This is an optimization exercise on Yosys and OpenROAD, whose aim is small area, a short achievable clock period and few clock cycles per item, not a production implementation.
Where RTL was checked, it was by simulation tests only, not by an equivalence proof against the original.
The RTL of runs 1 to 3 was laid out without a check of its function.
Power and IR drop assume default switching activity.

==> flow/design.v, too long to show whole: its modules and the start of the top module <==
// module fpu_bpp: 10 lines
// module fpu_fa: 10 lines
// module fpu_mult_pre: 54 lines
// module fpu_mult_sa: 1245 lines
// module fpu_mult_sb: 364 lines
// module fpu_mult_arb: 124 lines
module fpu_mult_arb
#(
   parameter int NUM_REQ = 4
)(
   input  logic                    clk,
   input  logic                    rst,
   input  logic [NUM_REQ-1:0]      req_valid,
   output logic [NUM_REQ-1:0]      req_ready,
   input  logic [NUM_REQ*FP_W-1:0] req_a,
   input  logic [NUM_REQ*FP_W-1:0] req_b,
   output logic [NUM_REQ-1:0]      rsp_valid,
   input  logic [NUM_REQ-1:0]      rsp_ready,
   output logic [FP_W-1:0]         rsp_data,
   output logic                    busy
);
  // ...
==> flow/flow/run.sh <==
#!/bin/bash
# Layout flow: the standard layout (standard.sh: the standard synthesis,
# floorplan, power grid, placement, CTS and routing, all unchanged) with two
# settings of how the layout is made:
#   - every input and output port still gets its own buffer, but a
#     sky130_fd_sc_hd__buf_1 instead of the delay cell buffer_ports picks;
set -euo pipefail
MARGIN=5.8
cd "$(dirname "$0")/.."
bash standard.sh "BUFFER_PORTS_ARGS=-buffer_cell sky130_fd_sc_hd__buf_1" \
   "SETUP_SLACK_MARGIN=$MARGIN" finish > standard.log 2>&1
==> flow/standard.sh <==
#!/bin/bash
# synth_recipe.tcl (not shown) runs the flow's synth.tcl, then flattens the netlist and writes it again
# the make line also repeats each setting of config.mk as NAME=value (left out here)
make -C /OpenROAD-flow-scripts/flow DESIGN_CONFIG=/design/flow/config.mk WORK_HOME=/design/flow/orfs CLKGATE_MAP_FILE= SYNTH_SCRIPT=/design/flow/synth_recipe.tcl "${@:-finish}"
==> flow/config.mk <==
export PLATFORM = sky130hd
export DESIGN_NAME = fpu_mult_arb
export DESIGN_NICKNAME = fpu_mult_arb
export VERILOG_FILES = /design/flow/design.v
export SDC_FILE = /design/flow/constraint.sdc
export NUM_CORES = 4
export LEC_CHECK = 0
export CAP_MARGIN = 20
export CORE_MARGIN = 2
export CORE_UTILIZATION = 60
export SLEW_MARGIN = 20
export SYNTH_HIERARCHICAL = 1
export SYNTH_MINIMUM_KEEP_SIZE = 0
==> flow/constraint.sdc <==
create_clock -name core_clock -period 9.0 [get_ports {clk}]
set_input_delay 1.8000 -clock core_clock [delete_from_list [all_inputs] [get_ports {clk}]]
set_output_delay 1.8000 -clock core_clock [all_outputs]
set_load 0.01 [all_outputs]
==> impl_metrics.sql, run 1 <==
INSERT INTO impl_metrics (metric_group, metric, value, unit) VALUES
('clock_network', 'cts.repair_timing.setup_buffer_count', '4', ''),
('power', 'comb-power', '4.17', 'mW'),
('worst_setup_path', 'critical_path_class', 'reg2out', ''),
('detailed_routing', 'detail_route.drc_violations', '0', ''),
('power', 'clockPowerShare', '17.6', '%'),
('floorplan', 'nWellTaps', '532', ''),
('clock_network', 'cts_tree', 'built', ''),
('global_routing', 'pin_count_of_the_biggest_net_entering_global_routing', '67', ''),
('logic_synthesis', 'yosysWarnings', '7', ''),
('clock_network', 'clock_latency', '0.55', 'ns'),
('floorplan', 'die_h', '206.8', 'µm'),
('layout', 'ffs_latches', '320', ''),
('global_routing', 'global_route.usage.met2', '53.86', '%'),
('power', 'cell_internal_power', '4.884', 'mW'),
('logic_synthesis', 'synthAdderAreaFrac', '25.98', '%'),
('floorplan', 'ioPinCount', '307', ''),
('layout', 'buffers', '357', ''),
('layout', 'final_cell_count_no_fill', '2785', ''),
('layout', 'antenna_cells', '6', ''),
('floorplan', 'die_area', '42760', 'µm²'),
('logic_synthesis', 'synth_seq_cells', '320', ''),
('place', 'place_congestion', '0.9430', ''),
('logic_synthesis', 'syn_avg_cell_area', '12.27', 'µm²'),
('logic_synthesis', 'synth_xor_xnor_area_share', '12.25', '%'),
('detailed_routing', 'routed.top_layer', 'met5', ''),
('floorplan', 'core_region_area', '40740', 'µm²'),
('power', 'pg_clk', '1.42', 'mW'),
('detailed_routing', 'routed_met1_length', '30270', 'µm'),
('global_routing', 'antenna_violations_before_repair', '6', ''),
('power', 'dominant_power_group', 'combinational logic', ''),
('layout', 'layout.core_utilization', '68.06', '%'),
('worst_setup_path', 'reg2regPathDepth', '7', ''),
('logic_synthesis', 'ys_seq_area_share', '29.11', '%'),
('worst_setup_path', 'required', '7.20', 'ns'),
('outcome', 'outcome', 'timing/DRC/antenna clean', ''),
('timing', 'final.period_utilization', '36.55', '%'),
('timing', 'fmax', '304.0', 'MHz'),
('clock_network', 'cts_max_path_buffers', '3', ''),
('detailed_routing', 'avgViaCountPerCell', '6.327', ''),
('timing', 'setup_ws', '5.711', 'ns'),
('logic_synthesis', 'syn_nets', '2631', ''),
('place', 'place.port_buffers', '306', '');
==> run 2, diff against run 1 <==
--- a/flow/flow/run.sh
+++ b/flow/flow/run.sh
@@ -5,7 +5,7 @@
 #   - every input and output port still gets its own buffer, but a
 #     sky130_fd_sc_hd__buf_1 instead of the delay cell buffer_ports picks;
 set -euo pipefail
-MARGIN=5.8
+MARGIN=6.0
 cd "$(dirname "$0")/.."
 bash standard.sh "BUFFER_PORTS_ARGS=-buffer_cell sky130_fd_sc_hd__buf_1" \
    "SETUP_SLACK_MARGIN=$MARGIN" finish > standard.log 2>&1
==> impl_metrics.sql, run 2 <==
INSERT INTO impl_metrics (metric_group, metric, value, unit) VALUES
('place', 'place_congestion', '0.9625', ''),
('layout', 'syn2layout_area_growth', '23.31', '%'),
('power', 'p_sw', '3.406', 'mW'),
('power', 'design_power_total', '8.663', 'mW'),
('worst_setup_path', 'setup_crit_end_kind', 'flip-flop', ''),
('run', 'max-cap-violations', '0', ''),
('detailed_routing', 'detail_route.wirelength', '91070', 'µm'),
('detailed_routing', 'ant_nets', '0', ''),
('logic_synthesis', 'synth-simple-area-share', '3.245', '%'),
('floorplan', 'row_count', '74', ''),
('global_routing', 'antenna_violations_before_repair', '2', ''),
('logic_synthesis', 'yosys.area.top_type', 'sky130_fd_sc_hd__fa_1', ''),
('logic_synthesis', 'synth_compound_area_share', '21.20', '%'),
('place', 'number_of_placed_cells_counting_well_taps', '2673', ''),
('clock_network', 'ctsHtreeMaxLevel', '2', ''),
('detailed_routing', 'route.detailed.wl_per_inst', '31.05', 'µm'),
('layout', 'final_net_count', '2993', ''),
('logic_synthesis', 'synth.area.top_cells', 'sky130_fd_sc_hd__fa_1, sky130_fd_sc_hd__dfxtp_1, sky130_fd_sc_hd__a22oi_2, sky130_fd_sc_hd__xnor2_1, sky130_fd_sc_hd__edfxtp_1', ''),
('clock_network', 'clock_sinks', '320', ''),
('floorplan', 'start_util', '60.57', '%'),
('logic_synthesis', 'syn_avg_cell_area', '12.27', 'µm²'),
('logic_synthesis', 'syn_nets', '2631', ''),
('global_routing', 'grt.total_usage', '40.60', '%'),
('floorplan', 'core_region_area', '40740', 'µm²'),
('logic_synthesis', 'synth_seq_cells', '320', ''),
('timing', 'finalHoldViolCount', '0', ''),
('power', 'leakage', '10.96', 'nW'),
('detailed_routing', 'drt_pass1_iterations', '9', ''),
('logic_synthesis', 'syn-cell-area', '24680', 'µm²'),
('timing', 'setup_violations', '0', ''),
('power', 'power_switching_share', '39.31', '%'),
('logic_synthesis', 'synth_mux_area_share', '1.983', '%'),
('power', 'combinationalPowerShare', '53.4', '%'),
('power', 'power_density', '284.7', 'nW/µm²'),
('worst_setup_path', 'crit_fanout', '14', ''),
('logic_synthesis', 'post-synth-top-count-cell', 'sky130_fd_sc_hd__xnor2_1', ''),
('floorplan', 'die_area', '42760', 'µm²'),
('logic_synthesis', 'yosysUniqueCellTypes', '58', ''),
('layout', 'registers.top_by_ff_count', 'r2_cut', ''),
('place', 'detailed_place_hpwl', '48190', 'µm'),
('worst_setup_path', 'required', '9.40', 'ns'),
('detailed_routing', 'avgViaCountPerCell', '6.628', ''),
('global_routing', 'global_route.overflow_total', '0', ''),
('layout', 'layout-drive-gt1-share', '31.30', '%'),
('worst_setup_path', 'critical_path_slowest_stage_cell', 'sky130_fd_sc_hd__fa_1', ''),
('floorplan', 'ioPinCount', '307', ''),
('logic_synthesis', 'synthAdderAreaFrac', '25.98', '%'),
('detailed_routing', 'detail_route.drc_violations', '0', ''),
('layout', 'filler_instances', '2723', ''),
('worst_setup_path', 'crit_path_cell_trace', 'a22oi_2 -> xnor2_1 -> fa_1 -> fa_1 -> fa_2 -> fa_1', ''),
('timing', 'final.period_utilization', '36.38', '%'),
('floorplan', 'die_x', '206.8', 'µm'),
('logic_synthesis', 'area_share_of_the_largest_cell_type_after_synthesis', '21.42', '%'),
('worst_setup_path', 'critPathMostFrequentCell', 'sky130_fd_sc_hd__fa_1', ''),
('layout', 'largest_registers', 'r2_cut (108), r1_bs (36)', ''),
('logic_synthesis', 'gate_count_post_synth', '2011', ''),
('clock_network', 'cts_tree', 'built', ''),
('logic_synthesis', 'yosysWarnings', '7', ''),
('layout', 'final_cell_mix', 'sky130_fd_sc_hd__xnor2_1, sky130_fd_sc_hd__a22oi_2, sky130_fd_sc_hd__buf_1', ''),
('min_path', 'hp-class', 'reg2reg', ''),
('timing', 'worst_clock_skew', '0.02720', 'ns'),
('timing', 'rsz0062_at_grt', 'yes', ''),
('worst_setup_path', 'critical_path_class', 'reg2reg', ''),
('power', 'cell_internal_power', '5.257', 'mW'),
('worst_setup_path', 'cpPeakStageDelay', '0.66', 'ns'),
('logic_synthesis', 'postSynth.asyncResetShare', '8.438', '%'),
('timing', 'worst_slew_pin_slew', '0.7817', 'ns'),
('clock_network', 'cts_buffers', '35', ''),
('detailed_routing', 'vias', '19440', ''),
('timing', 'report.final.slew_viol_count', '0', ''),
('outcome', 'outcome', 'timing/DRC/antenna clean', ''),
('power', 'seq_power_share', '28.0', '%'),
('clock_network', 'clkTransAtPathRegs', '0.06', 'ns'),
('layout', 'final_cell_count_no_fill', '2933', ''),
('floorplan', 'die_h', '206.8', 'µm'),
('logic_synthesis', 'synth_ff_type', 'sky130_fd_sc_hd__dfxtp_1', ''),
('logic_synthesis', 'ys_seq_area_share', '29.11', '%'),
('global_routing', 'grt_first_pass_wirelength', '125000', 'µm'),
('worst_setup_path', 'critical_path_arrival', '3.67', 'ns'),
('logic_synthesis', 'dominant_combinational_cell_family_by_area_after_synthesis', 'adder cells', ''),
('layout', 'layout.cells.most_common', 'sky130_fd_sc_hd__xnor2_1', ''),
('timing', 'totalNegativeSetupSlack', '0', 'ns'),
('place', 'place.port_buffers', '306', ''),
('timing', 'fmax', '305.5', 'MHz'),
('clock_network', 'clock_latency', '0.55', 'ns'),
('layout', 'largest_register_ffs', '108', ''),
('power', 'clockPowerShare', '18.7', '%'),
('logic_synthesis', 'synth_xor_xnor_area_share', '12.25', '%'),
('worst_setup_path', 'timing.critical_path.from_type', 'flip-flop', ''),
('timing', 'relSlewSlack', '47.89', '%'),
('global_routing', 'pin_count_of_the_biggest_net_entering_global_routing', '67', ''),
('clock_network', 'cts.root.buffer_cell', 'sky130_fd_sc_hd__clkbuf_16', ''),
('logic_synthesis', 'synthTopCellsByCount', 'sky130_fd_sc_hd__xnor2_1, sky130_fd_sc_hd__a22oi_2, sky130_fd_sc_hd__fa_1', ''),
('global_routing', 'first_global_vias', '19450', ''),
('detailed_routing', 'initialDrtViolationCount', '2087', ''),
('clock_network', 'cts_max_path_buffers', '3', ''),
('logic_synthesis', 'edff_count_synth', '64', ''),
('power', 'peakVddDrop', '0.1944', 'mV'),
('timing', 'finalCriticalPeriod', '3.274', 'ns');
[run 2: cell types whose count changed in the layout (fill, tap and decap cells not counted), sizes merged]
cell,previous run,this run
bufinv,1,8
clkinvlp,4,3
clkbuf,72,70
buf,333,481
diode,6,2
clkinv,10,7
inv,74,77
[run 2: per-stage QoR]
step | instance area [µm²] | util, % | setup slack (ns) | hold WS (ns)
global placement | 25570 | 62.76 | 5.404 | 0.3135
CTS | 29180 | 71.63 | 5.783 | 0.3268
finish | 30430 | 74.69 | 5.726 | 0.3269
floorplan | 24940 | - | 5.572 | 0.3096
global route | 30420 | 74.68 | 5.747 | 0.3363
detailed placement | 25570 | 62.76 | 5.390 | 0.3128
[run 2: per-layer routing]
| layer | track usage, % | vias to the layer above | share of wire (%) |
|---|---|---|---|
| li1 | - | 7803 | - |
| met1 | 48.96 | 9692 | 36 |
| met2 | 63.37 | 1430 | 44 |
| met3 | 14.13 | 514 | 12 |
| met4 | 23.20 | 2 | 7.2 |
| met5 | 1.267 | - | 0.011 |
[run 2: Yosys stat by module, one instance, submodules excluded]
module	cells inside	area [µm²]	flops+latches	times used
fpu_mult_pre	81	575.6	0	1
fpu_mult_sa	231	1670	0	1
fpu_mult_arb	711	9967	320	1
fpu_fa	1	20.02	0	262
fpu_mult_sb	198	1603	0	1
fpu_bpp	2	21.27	0	264
[run 2: path summary, 6_finish.rpt]
| kind | from | endpoint | slack, ns | cells after the start |
|---|---|---|---|---|
| max in group asynchronous | rst | r_ptr[3] | 7.29 | 2 |
| hold / removal | r1_e[1] | r2_e[1] | 0.33 | 0 |
| setup / recovery | r1_ma[3] | r2_cut[44] | 5.73 | 6 |
| hold reg to reg | r1_e[1] | r2_e[1] | 0.33 | 0 |
| setup reg to reg | r1_ma[3] | r2_cut[44] | 5.73 | 6 |
| min in group asynchronous | rst | r_rv[1] | 1.30 | 2 |
[run 2: cell families (layout without fill, tap and decap cells)]
group | after synthesis | in the layout
muxes | 44 | 44
adders and majority gates | 354 | 354
xor gates and xnor gates | 345 | 345
buffers and inverters | 258 | 646
DFF | 320 | 320
other | 2 | 4
AOI/OAI and AO/OA | 522 | 522
and+or+nand+nor | 166 | 166
[run 2: area by class of cell]
type	count	area [µm²]	share of cell area, %
repair buffers	509	4463	14.67
flip-flops and latches	320	7416	24.37
inverters	74	277.8	0.9128
clock buffers	42	943.4	3.100
well taps	532	665.6	2.187
clock inverters	21	340.3	1.118
diodes	2	5.005	0.01645
multi-input cells	1433	16320	53.63
[run 2: critical path: cells and delay by family, from the launching register on]
kind,cells,cell delay (ns)
xor gates and xnor gates,1,0.38
AOI/OAI and AO/OA,1,0.11
adders and majority gates,4,2.09
DFF,1,0.53
[run 2: power by group through the flow]
stage | Combinational, mW | Clock (mW) | Sequential [mW]
finish | 4.62 | 1.62 | 2.42
global route | 5.01 | 1.68 | 2.47
CTS | 4.27 | 1.61 | 2.43
detailed placement | 3.84 | 0 | 2.56
global placement | 3.72 | 0 | 2.54
floorplan | 3.45 | 0 | 2.41
[run 2: repair_timing]
item | in CTS | in global routing
pin swaps | 18 | 21
resized for setup | 34 | 86
setup endpoints to repair | 108 | 97
hold buffers | 0 | 0
buffers inserted | 118 | 77
==> module fpu_mult_arb, before the edit <==
module fpu_mult_arb
#(
   parameter int NUM_REQ = 4
)(
   input  logic                    clk,
   input  logic                    rst,
   input  logic [NUM_REQ-1:0]      req_valid,
   output logic [NUM_REQ-1:0]      req_ready,
   input  logic [NUM_REQ*FP_W-1:0] req_a,
   input  logic [NUM_REQ*FP_W-1:0] req_b,
   output logic [NUM_REQ-1:0]      rsp_valid,
   input  logic [NUM_REQ-1:0]      rsp_ready,
   output logic [FP_W-1:0]         rsp_data,
   output logic                    busy
);
   localparam int NC = MULT_CUT_W;
   logic [3:0]  r_ptr;       
   logic        r_v1;        
   logic        r_v2;        
   logic [3:0]  r_rdy;       
   logic [1:0]  r_f;         
   logic [3:0]  r_o0, r_o1;  
   logic        r_wp;        
   logic        r_rp;        
   logic [3:0]  r_rv;        
   logic        r_busy;
   logic [22:0] r1_ma;
   logic [MULT_B_W-1:0] r1_bs;    
   logic [7:0]  r1_e;
   logic        r1_s;
   logic [NC-1:0] r2_cut;
   logic [7:0]  r2_e;
   logic        r2_s;
   logic [24:0] r3_hi;           
   logic [7:0]  r3_e, r3_e1;     
   logic        r3_s;
   logic [31:0] r_d0, r_d1;      
   logic        r_s0, r_s1;      
   wire [3:0] w_own1 = {r_ptr[0], r_ptr[3:1]};
   wire [3:0] w_own2 = {r_ptr[1:0], r_ptr[3:2]};
   logic [31:0] w_a, w_b;
   always_comb begin
      w_a = '0;
      w_b = '0;
      for (int i = 0; i < 4; i++) begin
         w_a = w_a | (req_a[i*32 +: 32] & {32{r_ptr[i]}});
         w_b = w_b | (req_b[i*32 +: 32] & {32{r_ptr[i]}});
      end
   end
   logic [MULT_B_W-1:0] w_bs;
   fpu_mult_pre u_pre (.mb(w_b[22:0]), .bs(w_bs));
   logic [NC-1:0] w_cut;
   fpu_mult_sa u_sa (.ma(r1_ma), .bs(r1_bs), .cut(w_cut));
   logic [24:0] w_hi;
   fpu_mult_sb u_sb (.cut(r2_cut), .hi(w_hi));
   wire [31:0] w_res = r3_hi[24] ? {r3_s, r3_e1, r3_hi[23:1]} : {r3_s, r3_e, r3_hi[22:0]};
   wire       w_taken = |(r_rv & rsp_ready);
   wire       w_acc   = |r_rdy;
   wire [1:0] w_wr    = {w_acc & r_wp, w_acc & ~r_wp};
   wire [1:0] w_rd    = {w_taken & r_rp, w_taken & ~r_rp};
   wire [1:0] w_f_n   = (r_f & ~w_rd) | w_wr;
   wire       w_rp_n  = r_rp ^ w_taken;
   wire [3:0] w_o0_n  = w_wr[0] ? r_rdy : r_o0;
   wire [3:0] w_o1_n  = w_wr[1] ? r_rdy : r_o1;
   wire       w_full  = &w_f_n;         
   wire       w_drop  = r_v2 & w_full;
   always_ff @(posedge clk or posedge rst) begin
      if (rst) begin
         r_ptr  <= 4'b0001;
         r_v1   <= 1'b0;
         r_v2   <= 1'b0;
         r_rdy  <= '0;
         r_f    <= '0;
         r_o0   <= '0;
         r_o1   <= '0;
         r_wp   <= 1'b0;
         r_rp   <= 1'b0;
         r_rv   <= '0;
         r_busy <= 1'b0;
      end else begin
         r_f    <= w_f_n;
         r_o0   <= w_o0_n;
         r_o1   <= w_o1_n;
         r_wp   <= r_wp ^ w_acc;
         r_rp   <= w_rp_n;
         r_rv   <= w_rp_n ? (w_f_n[1] ? w_o1_n : 4'b0) : (w_f_n[0] ? w_o0_n : 4'b0);
         r_busy <= |w_f_n;
         if (w_drop) begin
            r_v1  <= 1'b0;
            r_v2  <= 1'b0;
            r_rdy <= '0;
            r_ptr <= w_own2;
         end else begin
            r_v1  <= |(req_valid & r_ptr);
            r_v2  <= r_v1;
            r_rdy <= {4{r_v2}} & w_own2;
            r_ptr <= {r_ptr[2:0], r_ptr[3]};
         end
      end
   end
   always_ff @(posedge clk) begin
      r1_ma  <= w_a[22:0];
      r1_bs  <= w_bs;
      r1_e   <= w_a[30:23] + w_b[30:23] + 8'd129;    
      r1_s   <= w_a[31] ^ w_b[31];
      r2_cut <= w_cut;
      r2_e   <= r1_e;
      r2_s   <= r1_s;
      r3_hi  <= w_hi;
      r3_e   <= r2_e;
      r3_e1  <= r2_e + 8'd1;
      r3_s   <= r2_s;
      r_s0   <= ~w_rp_n;
      r_s1   <= w_rp_n;
      if (w_wr[0])
         r_d0 <= w_res;
      if (w_wr[1])
         r_d1 <= w_res;
   end
   assign req_ready = r_rdy;
   assign rsp_valid = r_rv;
   assign rsp_data  = ({32{r_s0}} & r_d0) | ({32{r_s1}} & r_d1);
   assign busy      = r_busy;
endmodule
==> run 3, diff against run 2 <==
--- a/flow/design.v
+++ b/flow/design.v
@@ -1714,7 +1714,6 @@
    localparam int NC = MULT_CUT_W;
    logic [3:0]  r_ptr;       
    logic        r_v1;        
-   logic        r_v2;        
    logic [3:0]  r_rdy;       
    logic [1:0]  r_f;         
    logic [3:0]  r_o0, r_o1;  
@@ -1727,15 +1726,11 @@
    logic [7:0]  r1_e;
    logic        r1_s;
    logic [NC-1:0] r2_cut;
-   logic [7:0]  r2_e;
+   logic [7:0]  r2_e, r2_e1;      
    logic        r2_s;
-   logic [24:0] r3_hi;           
-   logic [7:0]  r3_e, r3_e1;     
-   logic        r3_s;
-   logic [31:0] r_d0, r_d1;      
-   logic        r_s0, r_s1;      
+   logic [31:0] r_d0, r_d1;   
+   logic        r_s0, r_s1;   
    wire [3:0] w_own1 = {r_ptr[0], r_ptr[3:1]};
-   wire [3:0] w_own2 = {r_ptr[1:0], r_ptr[3:2]};
    logic [31:0] w_a, w_b;
    always_comb begin
       w_a = '0;
@@ -1751,7 +1746,7 @@
    fpu_mult_sa u_sa (.ma(r1_ma), .bs(r1_bs), .cut(w_cut));
    logic [24:0] w_hi;
    fpu_mult_sb u_sb (.cut(r2_cut), .hi(w_hi));
-   wire [31:0] w_res = r3_hi[24] ? {r3_s, r3_e1, r3_hi[23:1]} : {r3_s, r3_e, r3_hi[22:0]};
+   wire [31:0] w_res = w_hi[24] ? {r2_s, r2_e1, w_hi[23:1]} : {r2_s, r2_e, w_hi[22:0]};
    wire       w_taken = |(r_rv & rsp_ready);
    wire       w_acc   = |r_rdy;
    wire [1:0] w_wr    = {w_acc & r_wp, w_acc & ~r_wp};
@@ -1761,12 +1756,11 @@
    wire [3:0] w_o0_n  = w_wr[0] ? r_rdy : r_o0;
    wire [3:0] w_o1_n  = w_wr[1] ? r_rdy : r_o1;
    wire       w_full  = &w_f_n;         
-   wire       w_drop  = r_v2 & w_full;
+   wire       w_drop  = r_v1 & w_full;
    always_ff @(posedge clk or posedge rst) begin
       if (rst) begin
          r_ptr  <= 4'b0001;
          r_v1   <= 1'b0;
-         r_v2   <= 1'b0;
          r_rdy  <= '0;
          r_f    <= '0;
          r_o0   <= '0;
@@ -1785,13 +1779,11 @@
          r_busy <= |w_f_n;
          if (w_drop) begin
             r_v1  <= 1'b0;
-            r_v2  <= 1'b0;
             r_rdy <= '0;
-            r_ptr <= w_own2;
+            r_ptr <= w_own1;
          end else begin
             r_v1  <= |(req_valid & r_ptr);
-            r_v2  <= r_v1;
-            r_rdy <= {4{r_v2}} & w_own2;
+            r_rdy <= {4{r_v1}} & w_own1;
             r_ptr <= {r_ptr[2:0], r_ptr[3]};
          end
       end
@@ -1803,11 +1795,8 @@
       r1_s   <= w_a[31] ^ w_b[31];
       r2_cut <= w_cut;
       r2_e   <= r1_e;
+      r2_e1  <= r1_e + 8'd1;
       r2_s   <= r1_s;
-      r3_hi  <= w_hi;
-      r3_e   <= r2_e;
-      r3_e1  <= r2_e + 8'd1;
-      r3_s   <= r2_s;
       r_s0   <= ~w_rp_n;
       r_s1   <= w_rp_n;
       if (w_wr[0])
--- a/flow/flow/run.sh
+++ b/flow/flow/run.sh
@@ -5,7 +5,7 @@
 #   - every input and output port still gets its own buffer, but a
 #     sky130_fd_sc_hd__buf_1 instead of the delay cell buffer_ports picks;
 set -euo pipefail
-MARGIN=6.0
+MARGIN=5.5
 cd "$(dirname "$0")/.."
 bash standard.sh "BUFFER_PORTS_ARGS=-buffer_cell sky130_fd_sc_hd__buf_1" \
    "SETUP_SLACK_MARGIN=$MARGIN" finish > standard.log 2>&1
==> impl_metrics.sql, run 3 <==
INSERT INTO impl_metrics (metric_group, metric, value, unit) VALUES
('worst_setup_path', 'timing.critical_path.from_type', 'flip-flop', ''),
('power', 'power_density', '329.1', 'nW/µm²'),
('layout', 'largest_registers', 'r2_cut (108), r1_bs (36)', ''),
('power', 'combinationalPowerShare', '57.3', '%'),
('place', 'dpl-instance-area', '24930', 'µm²'),
('layout', 'layout-drive-gt1-share', '21.03', '%'),
('clock_network', 'cts.root.buffer_cell', 'sky130_fd_sc_hd__clkbuf_16', ''),
('clock_network', 'clock_latency', '0.59', 'ns'),
('place', 'place_congestion', '0.9780', ''),
('logic_synthesis', 'synth_compound_area_share', '21.83', '%'),
('clock_network', 'cts_max_path_buffers', '3', ''),
('logic_synthesis', 'edff_count_synth', '64', ''),
('logic_synthesis', 'post-synth-top-count-cell', 'sky130_fd_sc_hd__xnor2_1', ''),
('worst_setup_path', 'critical_path_arrival', '4.02', 'ns'),
('floorplan', 'start_util', '60.59', '%'),
('floorplan', 'die_x', '203.9', 'µm'),
('layout', 'largest_register_ffs', '108', ''),
('detailed_routing', 'vias', '17010', ''),
('logic_synthesis', 'synth.area.top_cells', 'sky130_fd_sc_hd__fa_1, sky130_fd_sc_hd__dfxtp_1, sky130_fd_sc_hd__a22oi_2, sky130_fd_sc_hd__xnor2_1, sky130_fd_sc_hd__edfxtp_1', ''),
('power', 'p_sw', '3.505', 'mW'),
('place', 'place.port_buffers', '306', ''),
('global_routing', 'grt_first_pass_wirelength', '104300', 'µm'),
('clock_network', 'clock_sinks', '285', ''),
('layout', 'final_cell_mix', 'sky130_fd_sc_hd__xnor2_1, sky130_fd_sc_hd__buf_1, sky130_fd_sc_hd__a22oi_2', ''),
('worst_setup_path', 'required', '9.34', 'ns'),
('clock_network', 'clkTransAtPathRegs', '0.07', 'ns'),
('logic_synthesis', 'synth-simple-area-share', '3.315', '%'),
('timing', 'worst_slew_pin_slew', '0.9950', 'ns'),
('floorplan', 'ioPinCount', '307', ''),
('layout', 'antenna_cells', '0', ''),
('logic_synthesis', 'syn-cell-area', '23960', 'µm²'),
('worst_setup_path', 'setup_crit_end_kind', 'flip-flop', ''),
('logic_synthesis', 'yosysWarnings', '7', ''),
('global_routing', 'antenna_violations_before_repair', '1', ''),
('power', 'clockPowerShare', '15.1', '%'),
('logic_synthesis', 'yosys.area.top_type', 'sky130_fd_sc_hd__fa_1', ''),
('clock_network', 'cts_buffers', '30', ''),
('timing', 'totalNegativeSetupSlack', '0', 'ns'),
('timing', 'worst_clock_skew', '0.01530', 'ns'),
('floorplan', 'die_area', '41550', 'µm²'),
('detailed_routing', 'detail_route.drc_violations', '0', ''),
('timing', 'setup_violations', '0', ''),
('detailed_routing', 'initialDrtViolationCount', '1301', ''),
('timing', 'rsz0062_at_grt', 'yes', ''),
('logic_synthesis', 'synthAdderAreaFrac', '26.75', '%'),
('logic_synthesis', 'postSynth.asyncResetShare', '9.123', '%'),
('layout', 'registers.top_by_ff_count', 'r2_cut', ''),
('timing', 'report.final.slew_viol_count', '0', ''),
('timing', 'relSlewSlack', '33.67', '%'),
('logic_synthesis', 'synth_seq_cells', '285', ''),
('logic_synthesis', 'syn_nets', '2595', ''),
('floorplan', 'row_count', '73', ''),
('worst_setup_path', 'crit_fanout', '16', ''),
('detailed_routing', 'drt_pass1_iterations', '5', ''),
('power', 'power_switching_share', '40.70', '%'),
('power', 'seq_power_share', '27.6', '%'),
('floorplan', 'core_region_area', '39550', 'µm²'),
('power', 'peakVddDrop', '0.2627', 'mV'),
('logic_synthesis', 'synth_xor_xnor_area_share', '12.61', '%'),
('power', 'leakage', '8.977', 'nW'),
('timing', 'finalHoldViolCount', '0', ''),
('global_routing', 'pin_count_of_the_biggest_net_entering_global_routing', '67', ''),
('clock_network', 'cts_tree', 'built', ''),
('logic_synthesis', 'yosysUniqueCellTypes', '58', ''),
('timing', 'fmax', '271.7', 'MHz'),
('logic_synthesis', 'gate_count_post_synth', '1975', ''),
('floorplan', 'die_h', '203.9', 'µm'),
('layout', 'syn2layout_area_growth', '9.174', '%'),
('logic_synthesis', 'synthTopCellsByCount', 'sky130_fd_sc_hd__xnor2_1, sky130_fd_sc_hd__a22oi_2, sky130_fd_sc_hd__fa_1', ''),
('detailed_routing', 'avgViaCountPerCell', '6.239', ''),
('power', 'cell_internal_power', '5.106', 'mW'),
('layout', 'final_net_count', '2800', ''),
('logic_synthesis', 'ys_seq_area_share', '27.03', '%'),
('logic_synthesis', 'synth_ff_type', 'sky130_fd_sc_hd__dfxtp_1', ''),
('outcome', 'outcome', 'timing/DRC/antenna clean', ''),
('timing', 'finalCriticalPeriod', '3.681', 'ns'),
('layout', 'layout.core_utilization', '66.15', '%'),
('logic_synthesis', 'syn_avg_cell_area', '12.13', 'µm²'),
('worst_setup_path', 'critical_path_class', 'reg2reg', ''),
('logic_synthesis', 'synth_mux_area_share', '2.041', '%'),
('min_path', 'hp-class', 'reg2reg', ''),
('global_routing', 'grt.total_usage', '33.08', '%'),
('detailed_routing', 'ant_nets', '0', ''),
('global_routing', 'first_global_vias', '17870', ''),
('layout', 'layout.cells.most_common', 'sky130_fd_sc_hd__xnor2_1', ''),
('place', 'detailed_place_hpwl', '45570', 'µm'),
('detailed_routing', 'route.detailed.wl_per_inst', '24.99', 'µm'),
('global_routing', 'global_route.overflow_total', '0', ''),
('logic_synthesis', 'dominant_combinational_cell_family_by_area_after_synthesis', 'adder cells', ''),
('logic_synthesis', 'area_share_of_the_largest_cell_type_after_synthesis', '22.05', '%'),
('clock_network', 'ctsHtreeMaxLevel', '1', ''),
('detailed_routing', 'detail_route.wirelength', '68160', 'µm'),
('run', 'max-cap-violations', '0', ''),
('timing', 'final.period_utilization', '40.90', '%'),
('layout', 'final_design_area_no_fill', '26160', 'µm²');
-- run 3: changes by cell type in the layout (fill, tap and decap cells not counted), moves of 16 or more --
cell / delta
sky130_fd_sc_hd__buf_1: +34
sky130_fd_sc_hd__buf_12: -66
sky130_fd_sc_hd__buf_16: -37
sky130_fd_sc_hd__buf_4: -32
sky130_fd_sc_hd__buf_8: -16
sky130_fd_sc_hd__clkbuf_2: -28
sky130_fd_sc_hd__dfxtp_4: -45
-- run 3: cell families after synthesis --
family,after synthesis
other,2
buffers and inverters,258
adder cells (fa/ha/maj),354
flip-flops,285
XOR/XNOR,345
multiplexers,44
AND/OR/NAND/NOR,165
AO/OA/AOI/OAI,522
-- run 3: per-layer routing --
layer  share of wire, %  GRT usage [%]  routed length (µm)
met1                 43          47.30               29460
met2                 45          51.02               30640
met3                8.7          5.899                5900
met4                3.1          11.11                2142
met5              0.019              0                  13
-- run 3: area by class of cell --
| type | instances | area, µm² |
|---|---|---|
| clock inverter | 14 | 178.9 |
| clock buffer | 40 | 884.6 |
| fill | 3078 | 13390 |
| inverter | 74 | 277.8 |
| timing repair buffer | 357 | 1564 |
| sequential | 285 | 6546 |
| multi-input combinational | 1432 | 16050 |
| tap | 525 | 656.9 |
-- run 3: metrics by stage --
stage	total power, mW	hold WS, ns	instances	worst slack (ns)
after global placement	6.997	0.3109	2669	4.567
after CTS	8.506	0.3351	2725	5.271
final	8.611	0.3376	2727	5.319
after floorplan	6.322	0.3096	1975	5.487
after detailed placement	7.117	0.3164	2669	4.511
after global routing	9.245	0.3365	2727	5.158
-- run 3: per-module statistics from Yosys, one instance, submodules excluded --
module | flops+latches | cells | cell area, µm² | times used
fpu_mult_arb | 285 | 675 | 9255 | 1
fpu_mult_sa | 0 | 231 | 1670 | 1
fpu_mult_sb | 0 | 198 | 1603 | 1
fpu_mult_pre | 0 | 81 | 575.6 | 1
fpu_bpp | 0 | 2 | 21.27 | 264
fpu_fa | 0 | 1 | 20.02 | 262
-- run 3: worst paths after layout --
| check | start | end | slack, ns | depth (start not counted) |
|---|---|---|---|---|
| min in group asynchronous | rst | r_rv[0] | 1.27 | 2 |
| min reg2reg | r1_s | r2_s | 0.34 | 0 |
| min | r1_s | r2_s | 0.34 | 0 |
| max in group asynchronous | rst | r_ptr[2] | 7.26 | 2 |
| max reg2reg | r2_cut[34] | r_d1[26] | 5.32 | 12 |
| max | r2_cut[34] | r_d1[26] | 5.32 | 12 |
-- run 3: power by group through the flow --
stage / combinational (mW) / sequential [mW] / clock, mW
after floorplan: 3.94 / 2.39 / 0
final: 4.93 / 2.38 / 1.30
after CTS: 4.80 / 2.38 / 1.32
after global routing: 5.46 / 2.42 / 1.37
after detailed placement: 4.72 / 2.40 / 0
after global placement: 4.62 / 2.38 / 0
-- run 3: critical path, cell delays in order (launching register included) --
cell                        delay (ns)
sky130_fd_sc_hd__dfxtp_1          0.31
sky130_fd_sc_hd__fa_1             0.52
sky130_fd_sc_hd__ha_4             0.30
sky130_fd_sc_hd__nand4_4          0.11
sky130_fd_sc_hd__nor4_4           0.21
sky130_fd_sc_hd__a211oi_4         0.13
sky130_fd_sc_hd__a2111oi_4        0.47
sky130_fd_sc_hd__o2111ai_2        0.20
sky130_fd_sc_hd__a21oi_2          0.20
sky130_fd_sc_hd__a21o_1           0.23
sky130_fd_sc_hd__xnor2_4          0.17
sky130_fd_sc_hd__buf_12           0.19
sky130_fd_sc_hd__mux2_2           0.37
-- run 3: repair_timing --
item | in CTS | in global routing
pin swaps | 6 | 2
setup buffers | 2 | 2
setup endpoints to repair | 69 | 91
resized for setup | 11 | 22
hold buffers | 0 | 0
==> run 4, diff against run 3 <==
--- a/flow/design.v
+++ b/flow/design.v
@@ -1714,23 +1714,26 @@
    localparam int NC = MULT_CUT_W;
    logic [3:0]  r_ptr;       
    logic        r_v1;        
+   logic        r_v2;        
    logic [3:0]  r_rdy;       
-   logic [1:0]  r_f;         
-   logic [3:0]  r_o0, r_o1;  
-   logic        r_wp;        
-   logic        r_rp;        
-   logic [3:0]  r_rv;        
+   logic [3:0]  r_hown;      
+   logic        r_kv;        
+   logic [3:0]  r_kown;      
    logic        r_busy;
    logic [22:0] r1_ma;
    logic [MULT_B_W-1:0] r1_bs;    
    logic [7:0]  r1_e;
    logic        r1_s;
    logic [NC-1:0] r2_cut;
-   logic [7:0]  r2_e, r2_e1;      
+   logic [7:0]  r2_e;
    logic        r2_s;
-   logic [31:0] r_d0, r_d1;   
-   logic        r_s0, r_s1;   
+   logic [24:0] r3_hi;           
+   logic [7:0]  r3_e, r3_e1;     
+   logic        r3_s;
+   logic [31:0] r_hdata;         
+   logic [31:0] r_kdata;         
    wire [3:0] w_own1 = {r_ptr[0], r_ptr[3:1]};
+   wire [3:0] w_own2 = {r_ptr[1:0], r_ptr[3:2]};
    logic [31:0] w_a, w_b;
    always_comb begin
       w_a = '0;
@@ -1746,44 +1749,44 @@
    fpu_mult_sa u_sa (.ma(r1_ma), .bs(r1_bs), .cut(w_cut));
    logic [24:0] w_hi;
    fpu_mult_sb u_sb (.cut(r2_cut), .hi(w_hi));
-   wire [31:0] w_res = w_hi[24] ? {r2_s, r2_e1, w_hi[23:1]} : {r2_s, r2_e, w_hi[22:0]};
-   wire       w_taken = |(r_rv & rsp_ready);
-   wire       w_acc   = |r_rdy;
-   wire [1:0] w_wr    = {w_acc & r_wp, w_acc & ~r_wp};
-   wire [1:0] w_rd    = {w_taken & r_rp, w_taken & ~r_rp};
-   wire [1:0] w_f_n   = (r_f & ~w_rd) | w_wr;
-   wire       w_rp_n  = r_rp ^ w_taken;
-   wire [3:0] w_o0_n  = w_wr[0] ? r_rdy : r_o0;
-   wire [3:0] w_o1_n  = w_wr[1] ? r_rdy : r_o1;
-   wire       w_full  = &w_f_n;         
-   wire       w_drop  = r_v1 & w_full;
+   wire [31:0] w_res = r3_hi[24] ? {r3_s, r3_e1, r3_hi[23:1]} : {r3_s, r3_e, r3_hi[22:0]};
+   wire w_taken = |(r_hown & rsp_ready);
+   wire w_hfree = ~(|r_hown) | w_taken;
+   wire w_acc   = |r_rdy;
+   wire w_kv_n  = w_hfree ? (r_kv & w_acc) : (r_kv | w_acc);
+   wire w_drop  = r_v2 & w_kv_n;       
    always_ff @(posedge clk or posedge rst) begin
       if (rst) begin
          r_ptr  <= 4'b0001;
          r_v1   <= 1'b0;
+         r_v2   <= 1'b0;
          r_rdy  <= '0;
-         r_f    <= '0;
-         r_o0   <= '0;
-         r_o1   <= '0;
-         r_wp   <= 1'b0;
-         r_rp   <= 1'b0;
-         r_rv   <= '0;
+         r_hown <= '0;
+         r_kv   <= 1'b0;
+         r_kown <= '0;
          r_busy <= 1'b0;
       end else begin
-         r_f    <= w_f_n;
-         r_o0   <= w_o0_n;
-         r_o1   <= w_o1_n;
-         r_wp   <= r_wp ^ w_acc;
-         r_rp   <= w_rp_n;
-         r_rv   <= w_rp_n ? (w_f_n[1] ? w_o1_n : 4'b0) : (w_f_n[0] ? w_o0_n : 4'b0);
-         r_busy <= |w_f_n;
+         if (w_hfree) begin
+            if (r_kv) begin
+               r_hown <= r_kown;
+               r_kown <= r_rdy;
+            end else begin
+               r_hown <= r_rdy;
+            end
+         end else if (w_acc) begin
+            r_kown <= r_rdy;
+         end
+         r_kv   <= w_kv_n;
+         r_busy <= ~w_hfree | r_kv | w_acc;
          if (w_drop) begin
             r_v1  <= 1'b0;
+            r_v2  <= 1'b0;
             r_rdy <= '0;
-            r_ptr <= w_own1;
+            r_ptr <= w_own2;
          end else begin
             r_v1  <= |(req_valid & r_ptr);
-            r_rdy <= {4{r_v1}} & w_own1;
+            r_v2  <= r_v1;
+            r_rdy <= {4{r_v2}} & w_own2;
             r_ptr <= {r_ptr[2:0], r_ptr[3]};
          end
       end
@@ -1795,18 +1798,19 @@
       r1_s   <= w_a[31] ^ w_b[31];
       r2_cut <= w_cut;
       r2_e   <= r1_e;
-      r2_e1  <= r1_e + 8'd1;
       r2_s   <= r1_s;
-      r_s0   <= ~w_rp_n;
-      r_s1   <= w_rp_n;
-      if (w_wr[0])
-         r_d0 <= w_res;
-      if (w_wr[1])
-         r_d1 <= w_res;
+      r3_hi  <= w_hi;
+      r3_e   <= r2_e;
+      r3_e1  <= r2_e + 8'd1;
+      r3_s   <= r2_s;
+      if (w_hfree)
+         r_hdata <= r_kv ? r_kdata : w_res;
+      if (~(r_kv & ~w_hfree))
+         r_kdata <= w_res;
    end
    assign req_ready = r_rdy;
-   assign rsp_valid = r_rv;
-   assign rsp_data  = ({32{r_s0}} & r_d0) | ({32{r_s1}} & r_d1);
+   assign rsp_valid = r_hown;
+   assign rsp_data  = r_hdata;
    assign busy      = r_busy;
 endmodule
 `default_nettype wire
--- a/flow/flow/run.sh
+++ b/flow/flow/run.sh
@@ -5,7 +5,7 @@
 #   - every input and output port still gets its own buffer, but a
 #     sky130_fd_sc_hd__buf_1 instead of the delay cell buffer_ports picks;
 set -euo pipefail
-MARGIN=5.5
+MARGIN=6.0
 cd "$(dirname "$0")/.."
 bash standard.sh "BUFFER_PORTS_ARGS=-buffer_cell sky130_fd_sc_hd__buf_1" \
    "SETUP_SLACK_MARGIN=$MARGIN" finish > standard.log 2>&1
==> impl_metrics.sql, run 4 <==
INSERT INTO impl_metrics (metric_group, metric, value, unit) VALUES
('outcome', 'outcome', 'timing/DRC/antenna clean', ''),
('worst_setup_path', 'required', '9.43', 'ns'),
('logic_synthesis', 'syn_nets', '2607', ''),
('layout', 'final_design_area_no_fill', '30520', 'µm²'),
('global_routing', 'grt_first_pass_wirelength', '124500', 'µm'),
('logic_synthesis', 'yosysWarnings', '7', ''),
('layout', 'final_cell_mix', 'sky130_fd_sc_hd__xnor2_1, sky130_fd_sc_hd__buf_1, sky130_fd_sc_hd__a22oi_2', ''),
('clock_network', 'clock_sinks', '311', ''),
('detailed_routing', 'met3RoutedLength', '10500', 'µm'),
('clock_network', 'clkTransAtPathRegs', '0.06', 'ns'),
('logic_synthesis', 'syn_avg_cell_area', '12.32', 'µm²'),
('layout', 'registers.top_by_ff_count', 'r2_cut', ''),
('detailed_routing', 'detail_route.drc_violations', '0', ''),
('timing', 'finalHoldViolCount', '0', ''),
('timing', 'fmax', '326.6', 'MHz'),
('logic_synthesis', 'gate_count_post_synth', '1991', ''),
('floorplan', 'core_region_area', '40550', 'µm²'),
('floorplan', 'die_area', '42520', 'µm²'),
('timing', 'worst_hold_slack', '0.3252', 'ns'),
('floorplan', 'row_count', '74', ''),
('worst_setup_path', 'crit_fanout', '3', ''),
('timing', 'rsz0062_at_grt', 'yes', ''),
('layout', 'layout-drive-gt1-share', '32.52', '%'),
('detailed_routing', 'routed_met1_length', '32050', 'µm'),
('layout', 'largest_registers', 'r2_cut (108), r1_bs (36)', ''),
('timing', 'setup_violations', '0', ''),
('worst_setup_path', 'critical_path_origin', 'r2_cut[34]', ''),
('global_routing', 'global_route.overflow_total', '0', ''),
('floorplan', 'ioPinCount', '307', ''),
('power', 'leakage', '11.76', 'nW'),
('clock_network', 'cts_max_path_buffers', '3', ''),
('min_path', 'hp-class', 'reg2reg', ''),
('place', 'detailed_place_hpwl', '45340', 'µm'),
('floorplan', 'die_x', '206.2', 'µm'),
('timing', 'final.period_utilization', '34.02', '%'),
('clock_network', 'cts_buffers', '35', ''),
('power', 'peakVddDrop', '0.1147', 'mV'),
('logic_synthesis', 'postSynth.asyncResetShare', '6.431', '%'),
('layout', 'largest_register_ffs', '108', ''),
('global_routing', 'antenna_violations_before_repair', '1', ''),
('logic_synthesis', 'ys_seq_area_share', '28.40', '%'),
('clock_network', 'clock_latency', '0.55', 'ns'),
('timing', 'relSlewSlack', '51.42', '%'),
('detailed_routing', 'route.detailed.wl_per_inst', '29.83', 'µm'),
('worst_setup_path', 'critical_path_arrival', '3.49', 'ns'),
('global_routing', 'pin_count_of_the_biggest_net_entering_global_routing', '62', ''),
('worst_setup_path', 'setup_crit_end_kind', 'flip-flop', ''),
('logic_synthesis', 'area_share_of_the_largest_cell_type_after_synthesis', '21.54', '%'),
('worst_setup_path', 'reg2regPathDepth', '13', '');
run 4: modules after synthesis (local to each module, per instance):
module	times used	cells inside	area, µm²	flip-flops and latches
fpu_mult_arb	1	691	9824	311
fpu_bpp	264	2	21.27	0
fpu_mult_sb	1	198	1603	0
fpu_fa	262	1	20.02	0
fpu_mult_sa	1	231	1670	0
fpu_mult_pre	1	81	575.6	0
run 4: logic make-up (layout without fill, tap and decap cells):
| logic type | after synthesis | in the layout | synth area share [%] |
|---|---|---|---|
| compound gates | 488 | 488 | 20.08 |
| fa+ha+maj | 350 | 350 | 25.93 |
| xor+xnor | 345 | 345 | 12.32 |
| flops | 311 | 311 | 28.40 |
| buf+inv | 246 | 665 | 6.054 |
| simple gates | 172 | 173 | 3.544 |
| mux | 77 | 77 | 3.646 |
| other cells | 2 | 5 | 0.03061 |
run 4: worst min path at each step:
stage | from | endpoint | cells past startpoint
global placement | r1_s | r2_s | 0
floorplan | r1_e[0] | r2_e[0] | 0
finish | r1_e[7] | r2_e[7] | 0
CTS | r1_e[0] | r2_e[0] | 0
detailed placement | r1_e[5] | r2_e[5] | 0
global route | r1_e[0] | r2_e[0] | 0
run 4: routing by layer:
metal	GRT usage [%]	up-vias
met5	1.071	-
met3	13.10	404
li1	-	7792
met2	63.18	1316
met1	49.79	9440
met4	23.95	0
run 4: layout make-up:
cell class | instances | area share (%)
Multi-Input combinational cell | 1435 | 54.19
Sequential cell | 311 | 23.56
Timing Repair Buffer | 538 | 15.41
Clock buffer | 41 | 3.148
Tap cell | 532 | 2.181
Inverter | 63 | 0.7829
Clock inverter | 23 | 0.7010
Antenna cell | 3 | 0.02460
run 4: critical path: stages, from the launching register on:
cell	delay, ns
sky130_fd_sc_hd__dfxtp_2	0.32
sky130_fd_sc_hd__fa_1	0.49
sky130_fd_sc_hd__ha_1	0.35
sky130_fd_sc_hd__nand4_4	0.12
sky130_fd_sc_hd__nor4_4	0.23
sky130_fd_sc_hd__a211oi_4	0.10
sky130_fd_sc_hd__buf_6	0.15
sky130_fd_sc_hd__a2111oi_4	0.27
sky130_fd_sc_hd__buf_4	0.20
sky130_fd_sc_hd__o2111ai_4	0.19
sky130_fd_sc_hd__a21oi_2	0.21
sky130_fd_sc_hd__buf_4	0.15
sky130_fd_sc_hd__nor2_2	0.04
sky130_fd_sc_hd__xnor2_1	0.12
run 4: stage by stage:
stage | util, % | setup slack [ns] | power [mW]
2_1_floorplan | - | 5.460 | 2.019
3_3_place_gp | 62.75 | 5.011 | 2.182
3_5_place_dp | 62.75 | 4.957 | 2.199
4_1_cts | 72.49 | 5.958 | 3.646
5_1_grt | 75.25 | 5.849 | 3.781
6_report | 75.27 | 5.938 | 3.640
run 4: report_power, final:
| part | total, mW | internal (mW) | switching (mW) |
|---|---|---|---|
| Sequential | 1.68 | 1.62 | 0.0623 |
| Clock | 1.45 | 0.856 | 0.596 |
| Combinational | 0.504 | 0.209 | 0.295 |
run 4: repair_timing:
| action | in CTS | in global routing |
|---|---|---|
| cloned | 1 | 0 |
| pin swaps | 14 | 39 |
| buffers inserted | 153 | 70 |
| endpoints found under the setup margin | 92 | 45 |
| resized for setup | 22 | 67 |
Testbench counts of run 4, summed over its fixed seeds: cycles 3,232, items 3,200.

## afterwards: timing with drivers on the ports
The flow's constraints put no driver on any port. The routed layouts listed below were extracted and timed again, unchanged, in two steps.
Step 1: set_driving_cell puts a clkbuf_16 on clk and a buf_2 on each other input, an assumption about the parent block.
Step 2 also shifts input and output timing later by t, the mid clock arrival at the registers, as if the neighbouring blocks saw the same clock.
Slacks: ideal ports / drivers / drivers and shift; pairs: ideal ports / drivers.
run	shift t [ns]	slack for setup (ns)	latest minus earliest clock arrival (ns)
run 1	0.602	5.711 / 5.655 / 5.336	0.015 / 0.014
run 2	0.596	5.726 / 5.726 / 5.336	0.027 / 0.028
run 3	0.638	5.319 / 5.319 / 5.195	0.016 / 0.016
run 4	0.605	5.938 / 5.938 / 5.369	0.016 / 0.017
After both steps every run listed still meets setup and hold. The setup slack of run 4, which loses most, moves by 0.000 ns with the drivers and by -0.569 ns with both steps.
